This is an optimization exercise on Yosys and OpenROAD, whose aim is small area, a short achievable clock period and few clock cycles per item, not a production implementation.
Only simulation tests tie the RTL to the original design; equivalence was not proved.

[design.v]
package gvcm_pkg;
    localparam int DZ_W       = 17;
    localparam int IN_DATA_W  = 112;
    localparam int OUT_DATA_W = 72;
    localparam int CORDIC_STEPS = 18;
    localparam int XW = 30;
    localparam int AW = 23;
    function automatic logic [AW-1:0] atan_step(input int i);
        logic [AW-1:0] r;
        begin
            case (i)
                0:       r = AW'(2097152);
                1:       r = AW'(1238021);
                2:       r = AW'(654136);
                3:       r = AW'(332050);
                4:       r = AW'(166669);
                5:       r = AW'(83416);
                6:       r = AW'(41718);
                7:       r = AW'(20860);
                8:       r = AW'(10430);
                9:       r = AW'(5215);
                10:      r = AW'(2608);
                11:      r = AW'(1304);
                12:      r = AW'(652);
                13:      r = AW'(326);
                14:      r = AW'(163);
                15:      r = AW'(81);
                16:      r = AW'(41);
                17:      r = AW'(20);
                default: r = '0;
            endcase
            atan_step = r;
        end
    endfunction
    function automatic int ang_width(input int i);
        int r;
        begin
            case (i)
                0, 1, 2: r = 22;
                default: r = 24 - i;
            endcase
            ang_width = r;
        end
    endfunction
endpackage
module gvcm_add #(
    parameter int W = 30
) (
    input  logic [W-1:0] a,
    input  logic [W-1:0] b,
    input  logic         cin,
    output logic [W-1:0] s,
    output logic         cout
);
    function automatic int levels(input int n);
        int r;
        begin
            r = 0;
            while ((1 << r) <= n)
                r = r + 1;
            levels = r;
        end
    endfunction
    localparam int L = levels(W);
    logic [W:0] g [0:L];
    logic [W:0] p [0:L];
    always_comb
    begin
        g[0][0] = cin;
        p[0][0] = 1'b0;
        for (int i = 0; i < W; i++)
        begin
            g[0][i+1] = a[i] & b[i];
            p[0][i+1] = a[i] ^ b[i];
        end
        for (int l = 0; l < L; l++)
        begin
            for (int i = 0; i <= W; i++)
            begin
                if (((i >> l) & 1) != 0)
                begin
                    g[l+1][i] = g[l][i] | (p[l][i] & g[l][((i >> l) << l) - 1]);
                    p[l+1][i] = p[l][i] & p[l][((i >> l) << l) - 1];
                end
                else
                begin
                    g[l+1][i] = g[l][i];
                    p[l+1][i] = p[l][i];
                end
            end
        end
        for (int i = 0; i < W; i++)
            s[i] = a[i] ^ b[i] ^ g[L][i];
        cout = g[L][W];
    end
endmodule
module gvcm_csa_tree #(
    parameter int N = 3,
    parameter int W = 30
) (
    input  logic [N*W-1:0] rows,
    output logic [W-1:0]   s,
    output logic [W-1:0]   c
);
    logic [(3*N+1)*W-1:0] t;
    always_comb
    begin
        t = '0;
        t[N*W-1:0] = rows;
        for (int j = 0; j < N - 2; j++)
        begin
            t[(N + 2*j)*W +: W]     = t[(3*j)*W +: W] ^ t[(3*j+1)*W +: W] ^ t[(3*j+2)*W +: W];
            t[(N + 2*j + 1)*W +: W] = {((t[(3*j)*W +: W] & t[(3*j+1)*W +: W]) |
                                        (t[(3*j)*W +: W] & t[(3*j+2)*W +: W]) |
                                        (t[(3*j+1)*W +: W] & t[(3*j+2)*W +: W])), 1'b0};
        end
        s = t[(3*N-6)*W +: W];
        c = t[(3*N-5)*W +: W];
    end
endmodule
module gvcm_sum_neg #(
    parameter int N = 3,
    parameter int W = 19
) (
    input  logic [N*W-1:0] rows,
    output logic           neg
);
    logic [W-1:0] s, c, t;
    gvcm_csa_tree #(.N(N), .W(W)) u_csa (.rows(rows), .s(s), .c(c));
    gvcm_add #(.W(W)) u_add (.a(s), .b(c), .cin(1'b0), .s(t), .cout());
    assign neg = t[W-1];
endmodule
module gamepad_velocity_command_mapper_top (
    input  logic                               clk,
    input  logic                               rst_n,
    input  logic                               cfg_wr_en,
    input  logic [gvcm_pkg::DZ_W-1:0]          cfg_wr_data,
    input  logic                               s_tvalid,
    output logic                               s_tready,
    input  logic [gvcm_pkg::IN_DATA_W-1:0]     s_tdata,
    input  logic                               s_tuser,
    output logic                               m_tvalid,
    input  logic                               m_tready,
    output logic [gvcm_pkg::OUT_DATA_W-1:0]    m_tdata,
    output logic                               m_tuser
);
    localparam int XW = gvcm_pkg::XW;
    localparam int AW = gvcm_pkg::AW;
    localparam int NS = gvcm_pkg::CORDIC_STEPS;
    localparam int SB = 1 + 1 + 4 + 5 + 17 + 17;
    logic        en_q;
    logic        h_v, k_v;
    logic [16:0] th_q;
    logic [3:0]  spd_q;
    logic        rel_q;
    logic [5:0]  pbtn_q;
    logic        fly_q;
    logic        nr_q;
    logic [15:0] hd_q;
    logic [15:0] bs_q;
    logic        acc, acc_rep, acc_nav;
    logic [5:0]  in_btn, rise;
    logic [3:0]  in_fstate;
    logic [15:0] in_heading;
    logic [3:0]  spd_up, spd_new;
    logic        rel_new;
    logic        trim_ok;
    logic [4:0]  req;    
    assign s_tready   = !k_v;
    assign acc        = s_tvalid && en_q;
    assign acc_rep    = acc && !s_tuser;
    assign acc_nav    = acc && s_tuser;
    assign in_btn     = s_tdata[85:80];
    assign in_fstate  = s_tdata[89:86];
    assign in_heading = s_tdata[105:90];
    always_comb
    begin
        rise    = in_btn & ~pbtn_q;
        spd_up  = (rise[4] && (spd_q < 4'd10)) ? spd_q + 4'd1 : spd_q;
        if (rise[5])
            spd_new = (spd_up > 4'd1) ? spd_up - 4'd1 : 4'd1;
        else
            spd_new = spd_up;
        rel_new = rel_q ^ rise[3];
        trim_ok = rise[1] && !fly_q && !nr_q;
        req[0]  = (rise[0] && nr_q) || (rise[1] && !fly_q && nr_q);
        req[1]  = rise[0] && !nr_q && !fly_q;
        req[2]  = rise[0] && !nr_q && fly_q;
        req[3]  = trim_ok;
        req[4]  = rise[2];
    end
    always_ff @(posedge clk or negedge rst_n)
    begin
        if (!rst_n)
        begin
            th_q   <= '0;
            spd_q  <= 4'd5;
            rel_q  <= 1'b0;
            pbtn_q <= '0;
            fly_q  <= 1'b0;
            nr_q   <= 1'b1;
            hd_q   <= '0;
            bs_q   <= '0;
        end
        else
        begin
            if (cfg_wr_en)
                th_q <= cfg_wr_data;
            if (acc_nav)
            begin
                fly_q <= (in_fstate >= 4'd3) && (in_fstate <= 4'd8);
                nr_q  <= (in_fstate <= 4'd1);
                hd_q  <= in_heading;
            end
            if (acc_rep)
            begin
                pbtn_q <= in_btn;
                rel_q  <= rel_new;
                spd_q  <= spd_new;
                if (trim_ok)
                    bs_q <= hd_q;
            end
        end
    end
    logic [15:0]        in_x, in_y, in_up, in_dn, in_yw;
    logic [18:0]        e_x, e_y, e_up, e_dn, e_yw, e_th;
    logic [3:0]         lt_p, lt_n;
    logic signed [16:0] vx, vy, vz, vw;
    logic signed [16:0] dx, dy, dzv, dw;
    logic [15:0]        rot16;
    logic [1:0]         quad;
    logic               in_rot, swp, ngx, ngy;
    assign in_x  = s_tdata[15:0];
    assign in_y  = s_tdata[31:16];
    assign in_up = s_tdata[47:32];
    assign in_dn = s_tdata[63:48];
    assign in_yw = s_tdata[79:64];
    assign e_x   = {{3{in_x[15]}}, in_x};
    assign e_y   = {{3{in_y[15]}}, in_y};
    assign e_up  = {{3{in_up[15]}}, in_up};
    assign e_dn  = {{3{in_dn[15]}}, in_dn};
    assign e_yw  = {{3{in_yw[15]}}, in_yw};
    assign e_th  = {2'b0, th_q};
    gvcm_sum_neg #(.N(3), .W(19)) u_dzxp (.rows({e_x, ~e_th, 19'd1}), .neg(lt_p[0]));
    gvcm_sum_neg #(.N(3), .W(19)) u_dzxn (.rows({~e_x, ~e_th, 19'd2}), .neg(lt_n[0]));
    gvcm_sum_neg #(.N(3), .W(19)) u_dzyp (.rows({e_y, ~e_th, 19'd1}), .neg(lt_p[1]));
    gvcm_sum_neg #(.N(3), .W(19)) u_dzyn (.rows({~e_y, ~e_th, 19'd2}), .neg(lt_n[1]));
    gvcm_sum_neg #(.N(4), .W(19)) u_dzzp (.rows({e_dn, ~e_up, ~e_th, 19'd2}), .neg(lt_p[2]));
    gvcm_sum_neg #(.N(4), .W(19)) u_dzzn (.rows({e_up, ~e_dn, ~e_th, 19'd2}), .neg(lt_n[2]));
    gvcm_sum_neg #(.N(3), .W(19)) u_dzwp (.rows({e_yw, ~e_th, 19'd1}), .neg(lt_p[3]));
    gvcm_sum_neg #(.N(3), .W(19)) u_dzwn (.rows({~e_yw, ~e_th, 19'd2}), .neg(lt_n[3]));
    gvcm_add #(.W(17)) u_zd (.a(e_dn[16:0]), .b(~e_up[16:0]), .cin(1'b1), .s(vz), .cout());
    assign vx = e_x[16:0];
    assign vy = e_y[16:0];
    assign vw = e_yw[16:0];
    always_comb
    begin
        dx     = (!fly_q || (lt_p[0] && lt_n[0])) ? 17'sd0 : vx;
        dy     = (!fly_q || (lt_p[1] && lt_n[1])) ? 17'sd0 : vy;
        dzv    = (!fly_q || (lt_p[2] && lt_n[2])) ? 17'sd0 : vz;
        dw     = (!fly_q || (lt_p[3] && lt_n[3])) ? 17'sd0 : vw;
        in_rot = fly_q && rel_new;
        rot16  = hd_q - bs_q;
        quad   = rot16[15:14] + {1'b0, rot16[13]};
        swp    = in_rot && quad[0];
        ngx    = in_rot && quad[1];
        ngy    = in_rot && (quad[1] ^ quad[0]);
    end
    logic                b_v;
    logic signed [16:0]  b_x, b_y;
    logic                b_nx, b_ny;
    logic [13:0]         b_ang;
    logic [SB-1:0]       b_sb;
    always_ff @(posedge clk or negedge rst_n)
    begin
        if (!rst_n)
            b_v <= 1'b0;
        else if (en_q)
            b_v <= acc_rep;
    end
    always_ff @(posedge clk)
    begin
        if (en_q)
        begin
            b_x   <= swp ? dy : dx;
            b_y   <= swp ? dx : dy;
            b_nx  <= ngx;
            b_ny  <= ngy;
            b_ang <= rot16[13:0];
            b_sb  <= {fly_q, in_rot, spd_new, req, dzv, dw};
        end
    end
    logic               c0_rot, c0_d;
    logic               sgn_xy, sgn_yx;
    logic [17:0]        c0_xx, c0_xy, c0_yy, c0_yx;
    logic [17:0]        c0_xs, c0_xc, c0_ys, c0_yc;
    logic [17:0]        x1, y1;
    logic signed [AW-1:0] a0, a1;
    always_comb
    begin
        c0_rot = b_sb[SB-2];
        c0_d   = !b_ang[13];
        sgn_xy = b_ny ^ !c0_d;
        sgn_yx = b_nx ^ c0_d;
        c0_xx  = {b_x[16], b_x} ^ {18{b_nx}};
        c0_yy  = {b_y[16], b_y} ^ {18{b_ny}};
        c0_xy  = c0_rot ? ({b_y[16], b_y} ^ {18{sgn_xy}}) : 18'd0;
        c0_yx  = c0_rot ? ({b_x[16], b_x} ^ {18{sgn_yx}}) : 18'd0;
        a0     = {b_ang[13], b_ang, 8'b0};
        a1     = c0_d ? a0 - $signed(gvcm_pkg::atan_step(0)) : a0 + $signed(gvcm_pkg::atan_step(0));
    end
    gvcm_csa_tree #(.N(3), .W(18)) u_c0x (
        .rows({c0_xx, c0_xy, 18'({1'b0, c0_rot & sgn_xy} + {1'b0, b_nx})}),
        .s(c0_xs), .c(c0_xc));
    gvcm_csa_tree #(.N(3), .W(18)) u_c0y (
        .rows({c0_yy, c0_yx, 18'({1'b0, c0_rot & sgn_yx} + {1'b0, b_ny})}),
        .s(c0_ys), .c(c0_yc));
    gvcm_add #(.W(18)) u_c0xa (.a(c0_xs), .b(c0_xc), .cin(1'b0), .s(x1), .cout());
    gvcm_add #(.W(18)) u_c0ya (.a(c0_ys), .b(c0_yc), .cin(1'b0), .s(y1), .cout());
    logic                 c1_v;
    logic signed [17:0]   c1_x, c1_y;
    logic [21:0]          c1_a;
    logic [SB-1:0]        c1_sb;
    always_ff @(posedge clk or negedge rst_n)
    begin
        if (!rst_n)
            c1_v <= 1'b0;
        else if (en_q)
            c1_v <= b_v;
    end
    always_ff @(posedge clk)
    begin
        if (en_q)
        begin
            c1_x  <= x1;
            c1_y  <= y1;
            c1_a  <= a1[21:0];
            c1_sb <= {b_sb[SB-1:34],
                      b_sb[33], b_sb[32:17] ^ {16{b_sb[33]}},
                      b_sb[16], b_sb[15:0] ^ {16{b_sb[16]}}};
        end
    end
    logic signed [XW-1:0] cx [1:NS];
    logic signed [XW-1:0] cy [1:NS];
    logic signed [AW-1:0] ca [1:NS];
    logic [SB-1:0]        cs [1:NS];
    logic                 cv [1:NS];
    assign cx[1] = {c1_x, 12'b0};
    assign cy[1] = {c1_y, 12'b0};
    assign ca[1] = AW'($signed(c1_a));
    assign cs[1] = c1_sb;
    assign cv[1] = c1_v;
    genvar gi;
    generate
        for (gi = 1; gi < NS; gi++)
        begin : g_step
            localparam int NAW = (gi + 1 < NS) ? gvcm_pkg::ang_width(gi + 1) : 1;
            logic signed [XW-1:0]  hx, hy, sx, sy, nx, ny;
            logic signed [AW-1:0]  na;
            logic                  rot, neg;
            logic signed [XW-1:0]  rx_q, ry_q;
            logic signed [NAW-1:0] ra_q;
            logic [SB-1:0]         rs_q;
            logic                  rv_q;
            assign rot = cs[gi][SB-2];
            assign neg = ca[gi][AW-1];
            assign hx  = cx[gi] >>> gi;
            assign hy  = cy[gi] >>> gi;
            assign sx  = rot ? hx : '0;
            assign sy  = rot ? hy : '0;
            gvcm_add #(.W(XW)) u_x (.a(cx[gi]), .b(sy ^ {XW{neg}}), .cin(neg), .s(nx), .cout());
            gvcm_add #(.W(XW)) u_y (.a(cy[gi]), .b(sx ^ {XW{!neg}}), .cin(!neg), .s(ny), .cout());
            gvcm_add #(.W(AW)) u_a (.a(ca[gi]), .b(gvcm_pkg::atan_step(gi) ^ {AW{!neg}}),
                                    .cin(!neg), .s(na), .cout());
            always_ff @(posedge clk or negedge rst_n)
            begin
                if (!rst_n)
                    rv_q <= 1'b0;
                else if (en_q)
                    rv_q <= cv[gi];
            end
            always_ff @(posedge clk)
            begin
                if (en_q)
                begin
                    rx_q <= nx;
                    ry_q <= ny;
                    ra_q <= na[NAW-1:0];
                    rs_q <= cs[gi];
                end
            end
            assign cx[gi+1] = rx_q;
            assign cy[gi+1] = ry_q;
            assign ca[gi+1] = AW'(ra_q);
            assign cs[gi+1] = rs_q;
            assign cv[gi+1] = rv_q;
        end
    endgenerate
    localparam logic [59:0] GAIN_K = 60'h0adb576ac12404a0;
    logic                 g1_v;
    logic [XW-1:0]        g1_xs, g1_xc, g1_ys, g1_yc;
    logic [15:0]          g1_xk, g1_yk;
    logic [SB-1:0]        g1_sb;
    logic [13*60-1:0]     gx_rows, gy_rows;
    logic [59:0]          gx_s, gx_c, gy_s, gy_c;
    function automatic logic [13*60-1:0] gain_rows(input logic [XW-1:0] v);
        logic [XW-1:0]     u, n;
        logic [13*60-1:0]  r;
        begin
            u = v ^ (XW'(1) << (XW - 1));
            n = ~u;
            r[0*60 +: 60] = 60'(u) << 1;
            r[1*60 +: 60] = 60'(u) << 3;
            r[2*60 +: 60] = 60'(n) << 5;
            r[3*60 +: 60] = 60'(n) << 7;
            r[4*60 +: 60] = 60'(n) << 10;
            r[5*60 +: 60] = 60'(u) << 14;
            r[6*60 +: 60] = 60'(u) << 16;
            r[7*60 +: 60] = 60'(n) << 18;
            r[8*60 +: 60] = 60'(n) << 21;
            r[9*60 +: 60] = 60'(n) << 24;
            r[10*60 +: 60] = 60'(u) << 27;
            r[11*60 +: 60] = 60'(u) << 29;
            r[12*60 +: 60] = GAIN_K;
            gain_rows = r;
        end
    endfunction
    assign gx_rows = gain_rows(cx[NS]);
    assign gy_rows = gain_rows(cy[NS]);
    gvcm_csa_tree #(.N(13), .W(60)) u_gx (.rows(gx_rows), .s(gx_s), .c(gx_c));
    gvcm_csa_tree #(.N(13), .W(60)) u_gy (.rows(gy_rows), .s(gy_s), .c(gy_c));
    function automatic logic [15:0] block_gp(input logic [29:0] a, input logic [29:0] b);
        logic [29:0] g, p;
        logic [7:0]  bg, bp;
        begin
            g = a & b;
            p = a ^ b;
            for (int j = 0; j < 8; j++)
            begin
                bg[j] = 1'b0;
                bp[j] = 1'b1;
                for (int k = 0; k < 4; k++)
                begin
                    if (4*j + k < 30)
                    begin
                        bg[j] = g[4*j+k] | (p[4*j+k] & bg[j]);
                        bp[j] = bp[j] & p[4*j+k];
                    end
                end
            end
            block_gp = {bp, bg};
        end
    endfunction
    function automatic logic block_carry(input logic [15:0] gp);
        logic c;
        begin
            c = 1'b0;
            for (int j = 0; j < 8; j++)
                c = gp[j] | (gp[8+j] & c);
            block_carry = c;
        end
    endfunction
    always_ff @(posedge clk or negedge rst_n)
    begin
        if (!rst_n)
            g1_v <= 1'b0;
        else if (en_q)
            g1_v <= cv[NS];
    end
    always_ff @(posedge clk)
    begin
        if (en_q)
        begin
            if (cs[NS][SB-2])
            begin
                g1_xs <= gx_s[59:30];
                g1_xc <= gx_c[59:30];
                g1_xk <= block_gp(gx_s[29:0], gx_c[29:0]);
                g1_ys <= gy_s[59:30];
                g1_yc <= gy_c[59:30];
                g1_yk <= block_gp(gy_s[29:0], gy_c[29:0]);
            end
            else
            begin
                g1_xs <= cx[NS];
                g1_xc <= '0;
                g1_xk <= '0;
                g1_ys <= cy[NS];
                g1_yc <= '0;
                g1_yk <= '0;
            end
            g1_sb <= cs[NS];
        end
    end
    logic                 g_v;
    logic [XW-2:0]        g_x, g_y;      
    logic                 g_sx, g_sy;    
    logic [1:0]           g_sa, g_sb2;   
    function automatic logic [3:0] spd_terms(input logic [3:0] s);
        logic [3:0] r;
        begin
            case (s)
                4'd1:    r = {2'd0, 2'd0};
                4'd2:    r = {2'd1, 2'd0};
                4'd3:    r = {2'd1, 2'd1};
                4'd4:    r = {2'd2, 2'd0};
                4'd5:    r = {2'd2, 2'd1};
                4'd6:    r = {2'd2, 2'd2};
                4'd7:    r = {2'd3, 2'd3};
                4'd8:    r = {2'd3, 2'd0};
                4'd9:    r = {2'd3, 2'd1};
                default: r = {2'd3, 2'd2};
            endcase
            spd_terms = r;
        end
    endfunction
    logic [SB-1:0]        g_sb;
    logic [XW-1:0]        g2_x, g2_y;
    gvcm_add #(.W(XW)) u_g2x (.a(g1_xs), .b(g1_xc), .cin(block_carry(g1_xk)), .s(g2_x),
                              .cout());
    gvcm_add #(.W(XW)) u_g2y (.a(g1_ys), .b(g1_yc), .cin(block_carry(g1_yk)), .s(g2_y),
                              .cout());
    always_ff @(posedge clk or negedge rst_n)
    begin
        if (!rst_n)
            g_v <= 1'b0;
        else if (en_q)
            g_v <= g1_v;
    end
    always_ff @(posedge clk)
    begin
        if (en_q)
        begin
            g_x  <= g2_x[XW-2:0] ^ {(XW-1){g2_x[XW-1]}};
            g_y  <= g2_y[XW-2:0] ^ {(XW-1){g2_y[XW-1]}};
            g_sx <= g2_x[XW-1];
            g_sy <= g2_y[XW-1];
            {g_sa, g_sb2} <= spd_terms(g1_sb[SB-3 -: 4]);
            g_sb <= g1_sb;
        end
    end
    logic [3:0]  g_spd;
    logic        g_sz, g_sw;
    logic signed [16:0] g_z, g_w;
    logic [3*33-1:0] sx_rows, sy_rows;
    logic [3*21-1:0] sz_rows, sw_rows;
    logic [32:0] px_s, px_c, py_s, py_c, px, py;
    logic [20:0] pz_s, pz_c, pw_s, pw_c, pz, pw;
    function automatic logic [3*33-1:0] spd_rows33(input logic [28:0] m, input logic sg,
                                                   input logic [3:0] s, input logic [1:0] sa,
                                                   input logic [1:0] sb);
        logic [3*33-1:0] r;
        begin
            r[0*33 +: 33] = 33'(m) << sa;
            case (sb)
                2'd0:    r[1*33 +: 33] = 33'd0;
                2'd1:    r[1*33 +: 33] = 33'(m);
                2'd2:    r[1*33 +: 33] = 33'(m) << 1;
                default: r[1*33 +: 33] = ~(33'(m));
            endcase
            r[2*33 +: 33] = (sg ? 33'(s) : 33'd0) + ((sb == 2'd3) ? 33'd1 : 33'd0);
            spd_rows33 = r;
        end
    endfunction
    function automatic logic [3*21-1:0] spd_rows21(input logic [15:0] m, input logic sg,
                                                   input logic [3:0] s, input logic [1:0] sa,
                                                   input logic [1:0] sb);
        logic [3*21-1:0] r;
        begin
            r[0*21 +: 21] = 21'(m) << sa;
            case (sb)
                2'd0:    r[1*21 +: 21] = 21'd0;
                2'd1:    r[1*21 +: 21] = 21'(m);
                2'd2:    r[1*21 +: 21] = 21'(m) << 1;
                default: r[1*21 +: 21] = ~(21'(m));
            endcase
            r[2*21 +: 21] = (sg ? 21'(s) : 21'd0) + ((sb == 2'd3) ? 21'd1 : 21'd0);
            spd_rows21 = r;
        end
    endfunction
    always_comb
    begin
        g_spd = g_sb[SB-3 -: 4];
        g_z   = g_sb[33:17];
        g_w   = g_sb[16:0];
        g_sz  = g_z[16];
        g_sw  = g_w[16];
        sx_rows = spd_rows33(g_x, g_sx, g_spd, g_sa, g_sb2);
        sy_rows = spd_rows33(g_y, g_sy, g_spd, g_sa, g_sb2);
        sz_rows = spd_rows21(g_z[15:0], g_sz, g_spd, g_sa, g_sb2);
        sw_rows = spd_rows21(g_w[15:0], g_sw, g_spd, g_sa, g_sb2);
    end
    gvcm_csa_tree #(.N(3), .W(33)) u_sx (.rows(sx_rows), .s(px_s), .c(px_c));
    gvcm_csa_tree #(.N(3), .W(33)) u_sy (.rows(sy_rows), .s(py_s), .c(py_c));
    gvcm_csa_tree #(.N(3), .W(21)) u_sz (.rows(sz_rows), .s(pz_s), .c(pz_c));
    gvcm_csa_tree #(.N(3), .W(21)) u_sw (.rows(sw_rows), .s(pw_s), .c(pw_c));
    gvcm_add #(.W(33)) u_pxa (.a(px_s), .b(px_c), .cin(1'b0), .s(px), .cout());
    gvcm_add #(.W(33)) u_pya (.a(py_s), .b(py_c), .cin(1'b0), .s(py), .cout());
    gvcm_add #(.W(21)) u_pza (.a(pz_s), .b(pz_c), .cin(1'b0), .s(pz), .cout());
    gvcm_add #(.W(21)) u_pwa (.a(pw_s), .b(pw_c), .cin(1'b0), .s(pw), .cout());
    logic        p_v;
    logic [19:0] p_x, p_y, p_z, p_w;
    logic [3:0]  p_s;
    logic        p_fly;
    logic [4:0]  p_req;
    always_ff @(posedge clk or negedge rst_n)
    begin
        if (!rst_n)
            p_v <= 1'b0;
        else if (en_q)
            p_v <= g_v;
    end
    always_ff @(posedge clk)
    begin
        if (en_q)
        begin
            p_x   <= px[31:12];
            p_y   <= py[31:12];
            p_z   <= pz[19:0];
            p_w   <= pw[19:0];
            p_s   <= {g_sw, g_sz, g_sy, g_sx};
            p_fly <= g_sb[SB-1];
            p_req <= g_sb[SB-7 -: 5];
        end
    end
    function automatic logic [4*26-1:0] m33_rows(input logic [19:0] h);
        logic [4*26-1:0] r;
        begin
            r[0*26 +: 26] = 26'(h);
            r[1*26 +: 26] = 26'(h) << 1;
            r[2*26 +: 26] = 26'(h) << 4;
            r[3*26 +: 26] = 26'(h) << 5;
            m33_rows = r;
        end
    endfunction
    logic        t_v;
    logic [25:0] t_x, t_y, t_z, t_w;
    logic [25:0] a_xs, a_xc, a_ys, a_yc, a_zs, a_zc, a_ws, a_wc;
    logic [25:0] a_x, a_y, a_z, a_w;
    logic [3:0]  t_s;
    logic        t_fly;
    logic [4:0]  t_req;
    gvcm_csa_tree #(.N(4), .W(26)) u_m33x (.rows(m33_rows(p_x)), .s(a_xs), .c(a_xc));
    gvcm_csa_tree #(.N(4), .W(26)) u_m33y (.rows(m33_rows(p_y)), .s(a_ys), .c(a_yc));
    gvcm_csa_tree #(.N(4), .W(26)) u_m33z (.rows(m33_rows(p_z)), .s(a_zs), .c(a_zc));
    gvcm_csa_tree #(.N(4), .W(26)) u_m33w (.rows(m33_rows(p_w)), .s(a_ws), .c(a_wc));
    gvcm_add #(.W(26)) u_ax (.a(a_xs), .b(a_xc), .cin(1'b0), .s(a_x), .cout());
    gvcm_add #(.W(26)) u_ay (.a(a_ys), .b(a_yc), .cin(1'b0), .s(a_y), .cout());
    gvcm_add #(.W(26)) u_az (.a(a_zs), .b(a_zc), .cin(1'b0), .s(a_z), .cout());
    gvcm_add #(.W(26)) u_aw (.a(a_ws), .b(a_wc), .cin(1'b0), .s(a_w), .cout());
    always_ff @(posedge clk or negedge rst_n)
    begin
        if (!rst_n)
            t_v <= 1'b0;
        else if (en_q)
            t_v <= p_v;
    end
    always_ff @(posedge clk)
    begin
        if (en_q)
        begin
            t_x   <= a_x;
            t_y   <= a_y;
            t_z   <= a_z;
            t_w   <= a_w;
            t_s   <= p_s;
            t_fly <= p_fly;
            t_req <= p_req;
        end
    end
    function automatic logic [4*42-1:0] div_rows(input logic [25:0] a, input logic sg);
        logic [25:0]     ax;
        logic [4*42-1:0] r;
        begin
            ax = a ^ {26{sg}};
            r[0*42 +: 42] = {{16{sg}}, ax};
            r[1*42 +: 42] = {{16{sg}}, ax} << 8;
            r[2*42 +: 42] = {{16{sg}}, ax} << 16;
            r[3*42 +: 42] = sg ? 42'(65793 - 1048576 + 33554431) : 42'd1048576;
            div_rows = r;
        end
    endfunction
    logic [41:0] qx_s, qx_c, qy_s, qy_c, qz_s, qz_c, qw_s, qw_c;
    logic [41:0] qx_t, qy_t, qz_t, qw_t;
    gvcm_csa_tree #(.N(4), .W(42)) u_dx (.rows(div_rows(t_x, t_s[0])), .s(qx_s), .c(qx_c));
    gvcm_csa_tree #(.N(4), .W(42)) u_dy (.rows(div_rows(t_y, t_s[1])), .s(qy_s), .c(qy_c));
    gvcm_csa_tree #(.N(4), .W(42)) u_dz (.rows(div_rows(t_z, t_s[2])), .s(qz_s), .c(qz_c));
    gvcm_csa_tree #(.N(4), .W(42)) u_dw (.rows(div_rows(t_w, t_s[3])), .s(qw_s), .c(qw_c));
    gvcm_add #(.W(42)) u_qx (.a(qx_s), .b(qx_c), .cin(1'b0), .s(qx_t), .cout());
    gvcm_add #(.W(42)) u_qy (.a(qy_s), .b(qy_c), .cin(1'b0), .s(qy_t), .cout());
    gvcm_add #(.W(42)) u_qz (.a(qz_s), .b(qz_c), .cin(1'b0), .s(qz_t), .cout());
    gvcm_add #(.W(42)) u_qw (.a(qw_s), .b(qw_c), .cin(1'b0), .s(qw_t), .cout());
    logic [71:0] res_data;
    logic        res_user;
    always_comb
    begin
        res_data = {t_req[4], t_req[3], t_req[2], t_req[1], t_req[0],
                    qw_t[25 +: 16], qz_t[25 +: 17], qy_t[25 +: 17], qx_t[25 +: 17]};
        res_user = t_fly;
    end
    logic [71:0] h_data, k_data;
    logic        h_user, k_user;
    logic        take, res_in, h_keep;
    logic        h_v_n, k_v_n;
    always_comb
    begin
        take   = h_v && m_tready;
        res_in = en_q && t_v;
        h_keep = h_v && !take;
        if (h_keep)
        begin
            h_v_n = 1'b1;
            k_v_n = k_v || res_in;
        end
        else if (k_v)
        begin
            h_v_n = 1'b1;
            k_v_n = res_in;
        end
        else
        begin
            h_v_n = res_in;
            k_v_n = 1'b0;
        end
    end
    always_ff @(posedge clk or negedge rst_n)
    begin
        if (!rst_n)
        begin
            h_v  <= 1'b0;
            k_v  <= 1'b0;
            en_q <= 1'b1;
        end
        else
        begin
            h_v  <= h_v_n;
            k_v  <= k_v_n;
            en_q <= !(h_v_n && k_v_n);
        end
    end
    always_ff @(posedge clk)
    begin
        if (!h_keep)
        begin
            h_data <= k_v ? k_data : res_data;
            h_user <= k_v ? k_user : res_user;
        end
        if (res_in && (h_keep || k_v))
        begin
            k_data <= res_data;
            k_user <= res_user;
        end
    end
    assign m_tvalid = h_v;
    assign m_tdata  = h_data;
    assign m_tuser  = h_user;
endmodule
[flow/run.sh]
#!/bin/bash
# The standard layout (the standard.sh, with its standard synthesis), with the timing repair
# asked to over-fix setup: SETUP_SLACK_MARGIN makes repair_timing aim for slack of that many ns
# at the design's own clock period and constraints, which are left as they are.
set -euo pipefail
export SETUP_SLACK_MARGIN=9.5
bash standard.sh > standard.log 2>&1
[standard.sh]
#!/bin/bash
# synth_recipe.tcl (not shown) runs the flow's synth.tcl, then flattens the netlist and writes it again
# the make line also repeats each setting of config.mk as NAME=value (left out here)
make -C /OpenROAD-flow-scripts/flow DESIGN_CONFIG=/design/flow/config.mk WORK_HOME=/design/flow/orfs CLKGATE_MAP_FILE= SYNTH_SCRIPT=/design/flow/synth_recipe.tcl "${@:-finish}"
[config.mk]
export PLATFORM = sky130hd
export DESIGN_NAME = gamepad_velocity_command_mapper_top
export DESIGN_NICKNAME = gamepad_velocity_command_mapper_top
export VERILOG_FILES = /design/flow/design.v
export SDC_FILE = /design/flow/constraint.sdc
export NUM_CORES = 4
export LEC_CHECK = 0
export CAP_MARGIN = 20
export CORE_MARGIN = 2
export CORE_UTILIZATION = 55
export SLEW_MARGIN = 20
[constraint.sdc]
create_clock -name core_clock -period 14.0 [get_ports {clk}]
set_input_delay 2.8000 -clock core_clock [delete_from_list [all_inputs] [get_ports {clk}]]
set_output_delay 2.8000 -clock core_clock [all_outputs]
set_load 0.01 [all_outputs]
==> flow_summary.yaml, run 1 <==
yosys:
  ys_warn_count: 46
  synth_top_area_cell: "edfxtp_1"
  synth-async-reset-ratio_pct: 3.09
  synth_cell_types: 100
  synthFlopType: "edfxtp_1"
  syn_area_um2: 194000
  synth.top_cell.area_share_pct: 42.8
  ys_seq_area_share_pct: 43.9
  synth_area_per_cell_um2: 12.0
  yosys.area_share.simple_pct: 7.88
  synthXorXnorAreaFrac_pct: 9.40
  synthesis.nets: 19596
  synthMuxAreaShare_pct: 1.56
  synth_cells: 16112
  synth_top_family_by_area: "adder cells"
  synth_compound_gate_area_share_pct: 7.98
  synth-edff-count: 2759
  synth-seq-cells: 2847
  synth.area.top_cells: "edfxtp_1 43%, ha_1 15%, fa_1 10%"
  synth_fa_ha_area_share_pct: 25.4
worst_setup_path:
  crit_path_end_kind: "flip-flop"
  crit_path_start_kind: "primary input"
  cp_max_fo: 7
  cp.arrival_ps: 6080
  rrSetupSlack_ps: 9030
  critPathRequiredTime_ps: 14660
  criticalPathCategory: "in -> reg"
final_layout:
  final_cell_mix: "2,759 x edfxtp_1, 2,291 x ha_1, 1,553 x inv_1, 1,400 x xnor2_1, 1,198 x nand2_1"
  final_cells: 21880
  final_common_cell: "edfxtp_1"
  drive_gt1_share_pct: 12.0
  utilization_pct: 63.4
  area.growth.synth_to_final_pct: 14.4
  final_nets: 20463
routing:
  dr.pass1.iters: 5
  wirelength_mm: 444
  dr.first_iter.drc_count: 6056
  drcViolationCount: 0
  drt-wirelength-per-cell_um: 20.3
  ant_nets: 0
  viasPerCell: 5.37
  vias: 117506
sta:
  hold_viol_final: 0
  skew_ps: 39.5
  worstMarginPinSlew_ps: 1090
  drv_slew: 0
  fin_crit_ps: 5430
  setup_viol: 0
  rsz0062_at_grt: "true"
  relSlewSlack_pct: 27.3
  max_freq_mhz: 184
  period_share_pct: 38.8
clocking:
  cts_root_buf: "clkbuf_16"
  clk_latency_ps: 940
  cts_tree: "yes"
  tritoncts.num_buffers: 322
  cts_sinks: 2847
  cts.path.max_buffers: 4
  clk_pin_slew_worst_paths_ps: 60
  cts-htree-levels: 5
grt:
  antenna_found_initial: 9
  gr-usage-met3_pct: 2.52
  grt_use_total_pct: 24.6
  grtUsageMet1_pct: 29.3
  grt_pass1_vias: 119231
  grt_max_degree: 193
  grt_pass1_wl_mm: 678
  grt_use_met2_pct: 45.5
  grt_overflow_total: 0
  grt_busiest_layer: "met2"
floorplan:
  ios: 210
  dieArea_um2: 357000
  initial_utilization_pct: 55.4
  die_h_um: 598
  rows: 217
  coreArea_um2: 350000
  die_x_um: 598
placement:
  io_buffers: 203
  hpwl_mm: 324
  gp_congestion: 0.866
  placedCellCount: 20743
hold_path:
  hold_path_class: "reg -> reg"
job:
  drv_cap: 0
status:
  status: "complete, no violations"
-- flip-flops by register name, indices dropped and copies added (netlist names), 30 cells and up --
name and flops:
g_step.rs_q 748, g_step.rx_q 482, g_step.ry_q 482, g_step.ra_q 219, h_data 72, k_data 72, b_sb 44, c1_sb 44
g1_sb 43, g_sb 43, g1_xc 30, g1_xs 30, g1_yc 30, g1_ys 30
-- what timing repair did --
action / CTS / global route
setup endpoints to repair: 773 / 514
resized for setup: 741 / 491
setup buffers: 289 / 178
cloned: 26 / 17
pin swaps: 218 / 265
hold buffers: 0 / 0
hold endpoints to repair: 0 / 0
-- metrics by stage --
| stage | hold WS [ps] | worst slack (ps) | instance area, µm² | TNS (ps) |
|---|---|---|---|---|
| after floorplan | 400 | -3690 | 194000 | -7094840 |
| after CTS | 383 | 8650 | 218000 | 0 |
| after global routing | 399 | 8500 | 222000 | 0 |
| final | 396 | 8570 | 222000 | 0 |
| after detailed placement | 405 | 6520 | 201000 | 0 |
| after global placement | 400 | 6140 | 201000 | 0 |
-- synth_stat cells (20+ instances only) --
| cell | number |
|---|---|
| edfxtp_1 | 2759 |
| ha_1 | 2366 |
| inv_1 | 1651 |
| xnor2_1 | 1444 |
| nand2_1 | 1202 |
| fa_1 | 983 |
| nor2_1 | 833 |
| xor2_1 | 609 |
| a21oi_1 | 600 |
| o21ai_0 | 413 |
| a21o_1 | 331 |
| nor3_1 | 297 |
| o21a_1 | 249 |
| nor2b_1 | 202 |
| clkbuf_1 | 192 |
| and2_1 | 176 |
| nand3_1 | 166 |
| mux2_2 | 121 |
| nand2b_1 | 119 |
| buf_1 | 85 |
| dfrtp_1 | 84 |
| o211ai_1 | 84 |
| or3_1 | 77 |
| o21bai_1 | 67 |
| o21ai_1 | 60 |
| or2_2 | 59 |
| a211oi_1 | 58 |
| mux4_2 | 57 |
| a31oi_1 | 53 |
| nand4_1 | 52 |
| a21boi_0 | 49 |
| and3_1 | 49 |
| mux2i_1 | 37 |
| o31a_1 | 32 |
| a22o_1 | 30 |
| a2bb2o_1 | 30 |
| a21boi_1 | 23 |
| o31ai_1 | 23 |
| a211o_1 | 22 |
| a31o_2 | 22 |
| o2111ai_1 | 21 |
| nor4_1 | 20 |
-- final timing paths --
check,startpoint,to,cells past startpoint
worst max-delay path,s_tdata[34],b_sb[22],18
max in group asynchronous,rst_n,hd_q[0],2
worst max register to register,g_sb2[0],p_w[18],24
worst min register to register,g_step[10].rs_q[2],g_step[11].rs_q[2],0
worst min-delay path,g_step[10].rs_q[2],g_step[11].rs_q[2],0
min in group asynchronous,rst_n,h_v,1
-- cells by family (layout without fill, tap and decap cells) --
group,count (synthesis),after routing
compound gates,2344,2345
xor+xnor,2066,2066
fa+ha+maj,3349,3349
buf+inv,1965,3091
flops,2847,2847
mux,215,215
other cells,1,38
simple gates,3325,3330
-- routing by layer --
layer  vias to the layer above  part of all wire, %  routed length (µm)
li1                      58088                    -                   -
met1                     57141                   40              176000
met2                      1574                   53              235000
met3                       703                  2.9               13000
met4                         0                  4.4               19600
met5                         -                    0                   0
-- area by class of cell --
class	instances	area, µm²
Fill cell	27446	128000
Multi-Input combinational cell	11306	105000
Sequential cell	2847	85100
Clock buffer	392	8520
Timing Repair Buffer	834	8460
Inverter	1668	6510
Tap cell	4599	5750
Clock inverter	197	2130
Antenna cell	37	92.6
-- critical path, cell delays in order --
cell and delay, ps:
buf_8 100, inv_6 50, ha_4 190, fa_1 450, ha_1 270, and4b_1 180
o21a_1 170, o21a_1 170, o21a_1 170, o21a_1 170, o21a_1 170, o211ai_1 210
a21boi_2 110, o31a_1 290, xnor2_2 160, o21ai_4 190, buf_8 170, nor3_2 50
Testbench counts, summed over its fixed seeds: cycles 3,102, items 2,400.
==> run 2, diff against run 1 <==
--- a/design.v
+++ b/design.v
@@ -125,2 +125,3 @@
     input  logic [N*W-1:0] rows,
+    input  logic           cin,
     output logic           neg
@@ -129,3 +130,3 @@
     gvcm_csa_tree #(.N(N), .W(W)) u_csa (.rows(rows), .s(s), .c(c));
-    gvcm_add #(.W(W)) u_add (.a(s), .b(c), .cin(1'b0), .s(t), .cout());
+    gvcm_add #(.W(W)) u_add (.a(s), .b(c), .cin(cin), .s(t), .cout());
     assign neg = t[W-1];
@@ -152,3 +153,3 @@
     logic        h_v, k_v;
-    logic [16:0] th_q;
+    logic [18:0] nth_q;    
     logic [3:0]  spd_q;
@@ -195,3 +196,3 @@
         begin
-            th_q   <= '0;
+            nth_q  <= '0;
             spd_q  <= 4'd5;
@@ -207,3 +208,3 @@
             if (cfg_wr_en)
-                th_q <= cfg_wr_data;
+                nth_q <= 19'd0 - {2'b0, cfg_wr_data};
             if (acc_nav)
@@ -224,4 +225,36 @@
     end
+    logic        a_v;
+    logic        a_fly, a_rot;
+    logic [3:0]  a_spd;
+    logic [4:0]  a_req;
+    logic [18:0] a_nth;
+    logic [15:0] a_x, a_y, a_up, a_dn, a_yw;
+    logic [15:0] a_ang;
+    always_ff @(posedge clk or negedge rst_n)
+    begin
+        if (!rst_n)
+            a_v <= 1'b0;
+        else if (en_q)
+            a_v <= acc_rep;
+    end
+    always_ff @(posedge clk)
+    begin
+        if (en_q)
+        begin
+            a_fly <= fly_q;
+            a_rot <= fly_q && rel_new;
+            a_spd <= spd_new;
+            a_req <= req;
+            a_nth <= nth_q;
+            a_x   <= s_tdata[15:0];
+            a_y   <= s_tdata[31:16];
+            a_up  <= s_tdata[47:32];
+            a_dn  <= s_tdata[63:48];
+            a_yw  <= s_tdata[79:64];
+            a_ang <= hd_q - bs_q;
+        end
+    end
     logic [15:0]        in_x, in_y, in_up, in_dn, in_yw;
-    logic [18:0]        e_x, e_y, e_up, e_dn, e_yw, e_th;
+    logic [18:0]        e_x, e_y, e_up, e_dn, e_yw;
+    logic [18:0]        sx_p, sx_n, sy_p, sy_n, sw_p, sw_n;
     logic [3:0]         lt_p, lt_n;
@@ -232,7 +265,7 @@
     logic               in_rot, swp, ngx, ngy;
-    assign in_x  = s_tdata[15:0];
-    assign in_y  = s_tdata[31:16];
-    assign in_up = s_tdata[47:32];
-    assign in_dn = s_tdata[63:48];
-    assign in_yw = s_tdata[79:64];
+    assign in_x  = a_x;
+    assign in_y  = a_y;
+    assign in_up = a_up;
+    assign in_dn = a_dn;
+    assign in_yw = a_yw;
     assign e_x   = {{3{in_x[15]}}, in_x};
@@ -242,12 +275,19 @@
     assign e_yw  = {{3{in_yw[15]}}, in_yw};
-    assign e_th  = {2'b0, th_q};
-    gvcm_sum_neg #(.N(3), .W(19)) u_dzxp (.rows({e_x, ~e_th, 19'd1}), .neg(lt_p[0]));
-    gvcm_sum_neg #(.N(3), .W(19)) u_dzxn (.rows({~e_x, ~e_th, 19'd2}), .neg(lt_n[0]));
-    gvcm_sum_neg #(.N(3), .W(19)) u_dzyp (.rows({e_y, ~e_th, 19'd1}), .neg(lt_p[1]));
-    gvcm_sum_neg #(.N(3), .W(19)) u_dzyn (.rows({~e_y, ~e_th, 19'd2}), .neg(lt_n[1]));
-    gvcm_sum_neg #(.N(4), .W(19)) u_dzzp (.rows({e_dn, ~e_up, ~e_th, 19'd2}), .neg(lt_p[2]));
-    gvcm_sum_neg #(.N(4), .W(19)) u_dzzn (.rows({e_up, ~e_dn, ~e_th, 19'd2}), .neg(lt_n[2]));
-    gvcm_sum_neg #(.N(3), .W(19)) u_dzwp (.rows({e_yw, ~e_th, 19'd1}), .neg(lt_p[3]));
-    gvcm_sum_neg #(.N(3), .W(19)) u_dzwn (.rows({~e_yw, ~e_th, 19'd2}), .neg(lt_n[3]));
+    gvcm_add #(.W(19)) u_dzxp (.a(e_x), .b(a_nth), .cin(1'b0), .s(sx_p), .cout());
+    gvcm_add #(.W(19)) u_dzxn (.a(~e_x), .b(a_nth), .cin(1'b1), .s(sx_n), .cout());
+    gvcm_add #(.W(19)) u_dzyp (.a(e_y), .b(a_nth), .cin(1'b0), .s(sy_p), .cout());
+    gvcm_add #(.W(19)) u_dzyn (.a(~e_y), .b(a_nth), .cin(1'b1), .s(sy_n), .cout());
+    gvcm_add #(.W(19)) u_dzwp (.a(e_yw), .b(a_nth), .cin(1'b0), .s(sw_p), .cout());
+    gvcm_add #(.W(19)) u_dzwn (.a(~e_yw), .b(a_nth), .cin(1'b1), .s(sw_n), .cout());
+    gvcm_sum_neg #(.N(3), .W(19)) u_dzzp (.rows({e_dn, ~e_up, a_nth}), .cin(1'b1),
+                                    .neg(lt_p[2]));
+    gvcm_sum_neg #(.N(3), .W(19)) u_dzzn (.rows({e_up, ~e_dn, a_nth}), .cin(1'b1),
+                                    .neg(lt_n[2]));
     gvcm_add #(.W(17)) u_zd (.a(e_dn[16:0]), .b(~e_up[16:0]), .cin(1'b1), .s(vz), .cout());
+    assign lt_p[0] = sx_p[18];
+    assign lt_n[0] = sx_n[18];
+    assign lt_p[1] = sy_p[18];
+    assign lt_n[1] = sy_n[18];
+    assign lt_p[3] = sw_p[18];
+    assign lt_n[3] = sw_n[18];
     assign vx = e_x[16:0];
@@ -257,8 +297,8 @@
     begin
-        dx     = (!fly_q || (lt_p[0] && lt_n[0])) ? 17'sd0 : vx;
-        dy     = (!fly_q || (lt_p[1] && lt_n[1])) ? 17'sd0 : vy;
-        dzv    = (!fly_q || (lt_p[2] && lt_n[2])) ? 17'sd0 : vz;
-        dw     = (!fly_q || (lt_p[3] && lt_n[3])) ? 17'sd0 : vw;
-        in_rot = fly_q && rel_new;
-        rot16  = hd_q - bs_q;
+        dx     = (!a_fly || (lt_p[0] && lt_n[0])) ? 17'sd0 : vx;
+        dy     = (!a_fly || (lt_p[1] && lt_n[1])) ? 17'sd0 : vy;
+        dzv    = (!a_fly || (lt_p[2] && lt_n[2])) ? 17'sd0 : vz;
+        dw     = (!a_fly || (lt_p[3] && lt_n[3])) ? 17'sd0 : vw;
+        in_rot = a_rot;
+        rot16  = a_ang;
         quad   = rot16[15:14] + {1'b0, rot16[13]};
@@ -278,3 +318,3 @@
         else if (en_q)
-            b_v <= acc_rep;
+            b_v <= a_v;
     end
@@ -289,3 +329,3 @@
             b_ang <= rot16[13:0];
-            b_sb  <= {fly_q, in_rot, spd_new, req, dzv, dw};
+            b_sb  <= {a_fly, a_rot, a_spd, a_req, dzv, dw};
         end
@@ -637,4 +677,4 @@
     logic [25:0] t_x, t_y, t_z, t_w;
-    logic [25:0] a_xs, a_xc, a_ys, a_yc, a_zs, a_zc, a_ws, a_wc;
-    logic [25:0] a_x, a_y, a_z, a_w;
+    logic [25:0] m_xs, m_xc, m_ys, m_yc, m_zs, m_zc, m_ws, m_wc;
+    logic [25:0] m_x, m_y, m_z, m_w;
     logic [3:0]  t_s;
@@ -642,10 +682,10 @@
     logic [4:0]  t_req;
-    gvcm_csa_tree #(.N(4), .W(26)) u_m33x (.rows(m33_rows(p_x)), .s(a_xs), .c(a_xc));
-    gvcm_csa_tree #(.N(4), .W(26)) u_m33y (.rows(m33_rows(p_y)), .s(a_ys), .c(a_yc));
-    gvcm_csa_tree #(.N(4), .W(26)) u_m33z (.rows(m33_rows(p_z)), .s(a_zs), .c(a_zc));
-    gvcm_csa_tree #(.N(4), .W(26)) u_m33w (.rows(m33_rows(p_w)), .s(a_ws), .c(a_wc));
-    gvcm_add #(.W(26)) u_ax (.a(a_xs), .b(a_xc), .cin(1'b0), .s(a_x), .cout());
-    gvcm_add #(.W(26)) u_ay (.a(a_ys), .b(a_yc), .cin(1'b0), .s(a_y), .cout());
-    gvcm_add #(.W(26)) u_az (.a(a_zs), .b(a_zc), .cin(1'b0), .s(a_z), .cout());
-    gvcm_add #(.W(26)) u_aw (.a(a_ws), .b(a_wc), .cin(1'b0), .s(a_w), .cout());
+    gvcm_csa_tree #(.N(4), .W(26)) u_m33x (.rows(m33_rows(p_x)), .s(m_xs), .c(m_xc));
+    gvcm_csa_tree #(.N(4), .W(26)) u_m33y (.rows(m33_rows(p_y)), .s(m_ys), .c(m_yc));
+    gvcm_csa_tree #(.N(4), .W(26)) u_m33z (.rows(m33_rows(p_z)), .s(m_zs), .c(m_zc));
+    gvcm_csa_tree #(.N(4), .W(26)) u_m33w (.rows(m33_rows(p_w)), .s(m_ws), .c(m_wc));
+    gvcm_add #(.W(26)) u_ax (.a(m_xs), .b(m_xc), .cin(1'b0), .s(m_x), .cout());
+    gvcm_add #(.W(26)) u_ay (.a(m_ys), .b(m_yc), .cin(1'b0), .s(m_y), .cout());
+    gvcm_add #(.W(26)) u_az (.a(m_zs), .b(m_zc), .cin(1'b0), .s(m_z), .cout());
+    gvcm_add #(.W(26)) u_aw (.a(m_ws), .b(m_wc), .cin(1'b0), .s(m_w), .cout());
     always_ff @(posedge clk or negedge rst_n)
@@ -661,6 +701,6 @@
         begin
-            t_x   <= a_x;
-            t_y   <= a_y;
-            t_z   <= a_z;
-            t_w   <= a_w;
+            t_x   <= m_x ^ {26{p_s[0]}};
+            t_y   <= m_y ^ {26{p_s[1]}};
+            t_z   <= m_z ^ {26{p_s[2]}};
+            t_w   <= m_w ^ {26{p_s[3]}};
             t_s   <= p_s;
@@ -670,11 +710,11 @@
     end
-    function automatic logic [4*42-1:0] div_rows(input logic [25:0] a, input logic sg);
-        logic [25:0]     ax;
+    localparam logic [41:0] DIV_KP = 42'd1048576;
+    localparam logic [41:0] DIV_KN = 42'(65793 - 1048576 + 33554431) - (42'h4000000 * 42'd65793);
+    function automatic logic [4*42-1:0] div_rows(input logic [25:0] ax, input logic sg);
         logic [4*42-1:0] r;
         begin
-            ax = a ^ {26{sg}};
-            r[0*42 +: 42] = {{16{sg}}, ax};
-            r[1*42 +: 42] = {{16{sg}}, ax} << 8;
-            r[2*42 +: 42] = {{16{sg}}, ax} << 16;
-            r[3*42 +: 42] = sg ? 42'(65793 - 1048576 + 33554431) : 42'd1048576;
+            r[0*42 +: 42] = 42'(ax);
+            r[1*42 +: 42] = 42'(ax) << 8;
+            r[2*42 +: 42] = 42'(ax) << 16;
+            r[3*42 +: 42] = sg ? DIV_KN : DIV_KP;
             div_rows = r;
==> run 2 against run 1 <==
  * Still clean on timing, DRC and antenna
  * Sequential share of layout area rose by 1.8 points
  * Count of clock-buffer cells in the layout is 21 higher
  * Flip-flop and latch count up 127
  * Clock skew up 11 ps
  * Area after synthesis up 1.6%
  * First-iteration DRC count grew 8.4%
  * Largest cell class unchanged
==> flow_summary.yaml, run 2 <==
sta:
  rsz0062_at_grt: "true"
  skew_ps: 51.0
  max_freq_mhz: 212
  relSlewSlack_pct: 24.8
  period_share_pct: 33.8
  fin_crit_ps: 4730
  drv_slew: 0
  fin_ws_ps: 9270
  worstMarginPinSlew_ps: 1130
  hold_viol_final: 0
  setup_viol: 0
grt:
  grt_pass1_vias: 118858
  antenna_found_initial: 4
  grt_overflow_total: 0
  grt_max_degree: 197
  grt_pass1_wl_mm: 676
  grt_use_total_pct: 23.8
  grt_use_met2_pct: 43.3
  grtUsageMet1_pct: 29.9
  grt_busiest_layer: "met2"
  gr-usage-met3_pct: 2.80
yosys:
  synth.top_cell.area_share_pct: 44.0
  yosys.cell_count.top_type: "edfxtp_1"
  ys_seq_area_share_pct: 45.1
  synth_cell_types: 108
  syn_area_um2: 197000
  synth_area_per_cell_um2: 12.3
  synth_common_cells: "2,884 x edfxtp_1, 2,246 x ha_1, 1,495 x xnor2_1"
  synth-seq-cells: 2974
  synth_top_area_cell: "edfxtp_1"
  ys_warn_count: 45
  synth.area.top_cells: "edfxtp_1 44%, ha_1 14%, fa_1 10%"
  synthFlopType: "edfxtp_1"
  synthesis.nets: 19408
  synth_cells: 16010
  synth-edff-count: 2884
  synth-async-reset-ratio_pct: 3.03
clocking:
  clk_pin_slew_worst_paths_ps: 60
  clk_latency_ps: 950
  cts_sinks: 2974
  cts_tree: "yes"
  tritoncts.num_buffers: 341
  cts.path.max_buffers: 4
  cts-htree-levels: 5
  cts_root_buf: "clkbuf_16"
  ctsHoldBuffers: 0
floorplan:
  coreArea_um2: 356000
  initial_utilization_pct: 55.3
  rows: 219
  ios: 210
  dieArea_um2: 363000
  die_h_um: 602
  die_x_um: 602
placement:
  io_buffers: 203
  hpwl_mm: 319
  gp_congestion: 0.878
  preCtsSetupSlack_ps: 7090
routing:
  dr.pass1.iters: 6
  wirelength_mm: 431
  vias: 117196
  drt-wirelength-per-cell_um: 19.8
  viasPerCell: 5.37
  ant_nets: 0
  drcViolationCount: 0
  dr.first_iter.drc_count: 6565
hold_path:
  holdPathEnd: "g_step[3].rs_q[38]"
  min_from: "g_step[2].rs_q[38]"
  hold_path_class: "reg -> reg"
  hold_path_depth: 0
final_layout:
  final_common_cell: "edfxtp_1"
  largestRegisters: "g_step.rs_q (748), g_step.rx_q (482), g_step.ry_q (482)"
  n_fill_cell: 28440
  drive_gt1_share_pct: 9.54
  utilization_pct: 62.1
  area.growth.synth_to_final_pct: 12.4
  final_nets: 20152
  regMostFlops: "g_step.rs_q"
  final_cell_mix: "2,884 x edfxtp_1, 2,222 x ha_1, 1,486 x xnor2_1, 1,396 x inv_1, 1,174 x nand2_1"
  largest_reg_flops: 748
worst_setup_path:
  crit_path_start_kind: "flip-flop"
  rrSetupSlack_ps: 9270
  criticalPathCategory: "reg -> reg"
  critPathRequiredTime_ps: 14650
  crit_path_end_kind: "flip-flop"
  r2r_cells: 22
  cp.arrival_ps: 5370
  r2r-end: "p_z[19]"
  r2r-start: "g_sb2[1]"
  cp_max_fo: 4
job:
  drv_cap: 0
status:
  status: "complete, no violations"
## run 2: cell count changes after synthesis, sizes merged, moves of 51 or more
cell,previous run,this run
o21ai,473,408
xor2,609,537
ha,2366,2246
a21o,331,418
edfxtp,2759,2884
nor2,834,783
inv,1664,1467
## run 2: how the worst max path moves through the flow
| stage | startpoint | end | slack (ps) | cells past startpoint |
|---|---|---|---|---|
| final | g_sb2[1] | p_z[19] | 9270 | 22 |
| after global routing | g_sb2[0] | p_z[19] | 9040 | 22 |
| after CTS | g_sb2[0] | p_x[19] | 9190 | 22 |
| after detailed placement | g_sb2[1] | p_z[19] | 7090 | 21 |
| after global placement | g_sb2[1] | p_z[19] | 7090 | 21 |
| after floorplan | en_q | k_data[0] | -4450 | 3 |
## run 2: metal layers
layer / vias up / part of all wire [%]
met5: - / 0
met3: 616 / 3.5
li1: 58037 / -
met4: 0 / 3.2
met1: 56836 / 42
met2: 1707 / 52
## run 2: repair_timing
action / CTS / global route
resized for setup: 296 / 212
buffers inserted: 234 / 105
pin swaps: 68 / 127
endpoints found under the setup margin: 463 / 513
cloned: 13 / 2
## run 2: area by class of cell
| type | instances | area, µm² | area share [%] |
|---|---|---|---|
| inverter | 1470 | 5690 | 2.57 |
| antenna | 13 | 32.5 | 0.0147 |
| clock buffer | 413 | 8990 | 4.06 |
| multi-input combinational | 11266 | 102000 | 46.3 |
| tap | 4751 | 5940 | 2.69 |
| clock inverter | 216 | 2530 | 1.14 |
| timing repair buffer | 701 | 6750 | 3.05 |
| sequential | 2974 | 88900 | 40.2 |
## run 2: logic make-up (layout without fill, tap and decap cells)
| logic type | Yosys count | count (layout) | share of synthesized area [%] |
|---|---|---|---|
| multiplexers | 252 | 252 | 1.72 |
| buffers and inverters | 1772 | 2800 | 3.42 |
| other | 1 | 14 | 0.00190 |
| XOR/XNOR | 2032 | 2034 | 9.06 |
| flip-flops | 2974 | 2974 | 45.1 |
| AND/OR/NAND/NOR | 3298 | 3298 | 7.78 |
| AO/OA/AOI/OAI | 2418 | 2418 | 8.27 |
| adder cells (fa/ha/maj) | 3263 | 3263 | 24.6 |
## run 2: through the flow
step | instances | cell area [µm²] | hold slack, ps | TNS [ps]
2_1_floorplan | 16010 | 197000 | 400 | -9564760
3_3_place_gp | 20808 | 205000 | 400 | 0
3_5_place_dp | 20808 | 205000 | 405 | 0
4_1_cts | 21684 | 219000 | 371 | 0
5_1_grt | 21802 | 221000 | 378 | 0
6_report | 21804 | 221000 | 381 | 0
## run 2: worst max-delay path, stage by stage, from the launching register on
cell and delay [ps]:
edfxtp_1 430, buf_12 170, nand2_8 70, clkinvlp_4 120
buf_6 150, ha_4 160, ha_4 220, fa_1 490
ha_2 200, inv_2 60, fa_2 240, nor2b_4 50
o21a_1 210, o21ai_2 180, a31oi_2 120, o21a_1 230
o31a_1 280, o211ai_1 180, buf_4 190, a21boi_2 60
o21a_1 220, o41ai_2 310, xnor2_1 120
Testbench counts of run 2, summed over its fixed seeds: cycles 3,110, items 2,400.
==> run 3, diff against run 2 <==
--- a/config.mk
+++ b/config.mk
@@ -9,3 +9,3 @@
 export CORE_MARGIN = 2
-export CORE_UTILIZATION = 55
+export CORE_UTILIZATION = 68
 export SLEW_MARGIN = 20
==> run 3 against run 2 <==
  * Still clean on timing, DRC and antenna
  * Maximum frequency increased by 0.72%
  * Wire length up 0.32%
  * Hold slack improved by 16 ps
  * Die area fell by 19%
  * Register-to-register slack better by 30 ps
  * Area after synthesis stayed put
  * Critical path type unchanged
==> flow_summary.yaml, run 3 <==
floorplan:
  coreArea_um2: 288000
  die_x_um: 542
  ios: 210
  dieArea_um2: 294000
  rows: 197
  initial_utilization_pct: 68.3
  die_h_um: 542
worst_setup_path:
  path_buf_inv: 5
  criticalPathCategory: "reg -> reg"
  crit_path_start_kind: "flip-flop"
  cp_top_family: "compound AO/OA/AOI/OAI gates"
  cpMaxStageDelayCell: "fa_1"
  critPathRequiredTime_ps: 14640
  cp_slowest_stage_delay_ps: 510
  cp_max_fo: 4
  rrSetupSlack_ps: 9310
  cp_cell_sequence: "buf_12 -> nand2_8 -> clkinvlp_4 -> buf_6 -> buf_6 -> ha_4 -> nand3_2 -> xnor2_2 -> nand2_1 -> fa_1 -> inv_2 -> ha_4 -> a21oi_2 -> nor2_1 -> or4_4 -> o211ai_4 -> o21ai_4 -> a211oi_4 -> a211o_1 -> nand3_2 -> a31oi_4 -> o21bai_1 -> xnor2_1"
  cp.arrival_ps: 5330
  crit_path_end_kind: "flip-flop"
sta:
  drv_slew: 0
  worstMarginPinSlew_ps: 1190
  skew_ps: 42.7
  max_freq_mhz: 213
  finalSetupTns_ps: 0
  fin_crit_ps: 4690
  hold_viol_final: 0
  period_share_pct: 33.5
  setup_viol: 0
  rsz0062_at_grt: "true"
  relSlewSlack_pct: 20.7
final_layout:
  largest_reg_flops: 748
  area.growth.synth_to_final_pct: 11.4
  regMostFlops: "g_step.rs_q"
  largestRegisters: "g_step.rs_q (748), g_step.rx_q (482), g_step.ry_q (482)"
  final_common_cell: "edfxtp_1"
  drive_gt1_share_pct: 9.43
  final_cell_mix: "2,884 x edfxtp_1, 2,223 x ha_1, 1,481 x xnor2_1, 1,382 x inv_1, 1,175 x nand2_1"
  final_nets: 20125
yosys:
  synth-seq-cells: 2974
  synth_top_area_cell: "edfxtp_1"
  synth_cell_types: 108
  ys_warn_count: 45
  synthFlopType: "edfxtp_1"
  syn_area_um2: 197000
  yosys.cell_count.top_type: "edfxtp_1"
  synth-async-reset-ratio_pct: 3.03
  synth.top_cell.area_share_pct: 44.0
  synthesis.nets: 19408
  synth_area_per_cell_um2: 12.3
  synth-edff-count: 2884
  synth.area.top_cells: "edfxtp_1 44%, ha_1 14%, fa_1 10%"
  ys_seq_area_share_pct: 45.1
  synth_cells: 16010
  synth_common_cells: "2,884 x edfxtp_1, 2,246 x ha_1, 1,495 x xnor2_1"
grt:
  grt_max_degree: 182
  antenna_found_initial: 20
  grt_pass1_wl_mm: 674
  grt_use_total_pct: 29.6
  grt_pass1_vias: 122418
  grt_overflow_total: 0
routing:
  vias: 120130
  ant_nets: 0
  viasPerCell: 5.76
  dr.first_iter.drc_count: 7701
  wirelength_mm: 432
  drt-wirelength-per-cell_um: 20.7
  dr.pass1.iters: 5
  drcViolationCount: 0
clocking:
  clk_pin_slew_worst_paths_ps: 60
  tritoncts.num_buffers: 319
  cts_tree: "yes"
  cts-htree-levels: 5
  cts_root_buf: "clkbuf_16"
  cts.path.max_buffers: 4
  cts_sinks: 2974
  clk_latency_ps: 920
status:
  status: "complete, no violations"
job:
  drv_cap: 0
placement:
  io_buffers: 203
  gp_congestion: 0.925
  hpwl_mm: 320
hold_path:
  hold_path_class: "reg -> reg"
-- run 3: cells by family after synthesis --
logic type / synth area share [%]
AOI/OAI and AO/OA: 8.27
xor gates and xnor gates: 9.06
adders and majority gates: 24.6
buffers and inverters: 3.42
DFF: 45.1
muxes: 1.72
other: 0.00190
and+or+nand+nor: 7.78
-- run 3: stage by stage --
stage	hold slack [ps]	instances	util (%)	area [µm²]	setup WS, ps
3_3_place_gp	400	19828	70.7	204000	7830
4_1_cts	394	20663	75.5	217000	9260
3_5_place_dp	405	19828	70.7	204000	7740
6_report	397	20869	76.1	219000	9310
5_1_grt	407	20867	76.1	219000	9120
2_1_floorplan	400	16010	-	197000	-4450
-- run 3: worst paths after layout --
kind	startpoint	endpoint	depth (start not counted)
worst max-delay path	g_sb2[1]	p_y[19]	23
worst min-delay path	g_step[15].rs_q[23]	g_step[16].rs_q[23]	0
worst max register to register	g_sb2[1]	p_y[19]	23
worst min register to register	g_step[15].rs_q[23]	g_step[16].rs_q[23]	0
max in group asynchronous	rst_n	bs_q[12]	2
min in group asynchronous	rst_n	h_v	1
-- run 3: layout make-up --
type,instances,area [µm²]
fill,18649,68800
clock buffer,398,8560
timing repair buffer,696,6570
clock inverter,190,2200
sequential,2974,88900
inverter,1470,5730
antenna,94,235
multi-input combinational,11266,102000
tap,3781,4730
-- run 3: per-layer routing --
| metal | track usage (%) | up-vias | share of wire [%] |
|---|---|---|---|
| li1 | - | 58025 | - |
| met3 | 3.62 | 983 | 3.9 |
| met5 | 0 | - | 0 |
| met1 | 34.7 | 58640 | 38 |
| met2 | 51.7 | 2482 | 51 |
| met4 | 18.5 | 0 | 7.5 |
-- run 3: timing repair --
action | 4_1_cts | 5_1_grt
hold buffers | 0 | 0
resized for setup | 319 | 195
cloned | 12 | 2
pin swaps | 73 | 116
setup buffers | 235 | 110
endpoints found under the setup margin | 700 | 636

[port drivers added, routing unchanged]
The flow's constraints put no driver on any port. The routed layouts listed below were extracted and timed again, unchanged, in two steps. Step 1 sets driving cells, clkbuf_16 on the clock port and buf_2 on the other inputs (assumed; they add their load-dependent delay and slew). Step 2 adds t to the input delays and takes it off the output delays; t is the mean of the earliest and latest rising clock arrival at the registers after step 1. Input paths then give back, and output paths get back, about the clock's delay inside the block. a / b / c = ideal ports / drivers / drivers and shift; a / b = the first two.
| run | shift t [ns] | setup slack, ns | worst setup path at the end | latest minus earliest clock arrival (ns) |
|---|---|---|---|---|
| run 1 | 1.021 | 8.574 / 8.629 / 7.608 | input to register | 0.051 / 0.050 |
| run 2 | 1.035 | 9.274 / 9.274 / 8.629 | input to register | 0.060 / 0.060 |
| run 3 | 1.004 | 9.308 / 9.308 / 8.615 | input to register | 0.046 / 0.046 |
After both steps setup and hold are still met in every run listed. The setup slack of run 1, which loses most, moves by +0.055 ns with the drivers and by -0.966 ns with both steps.
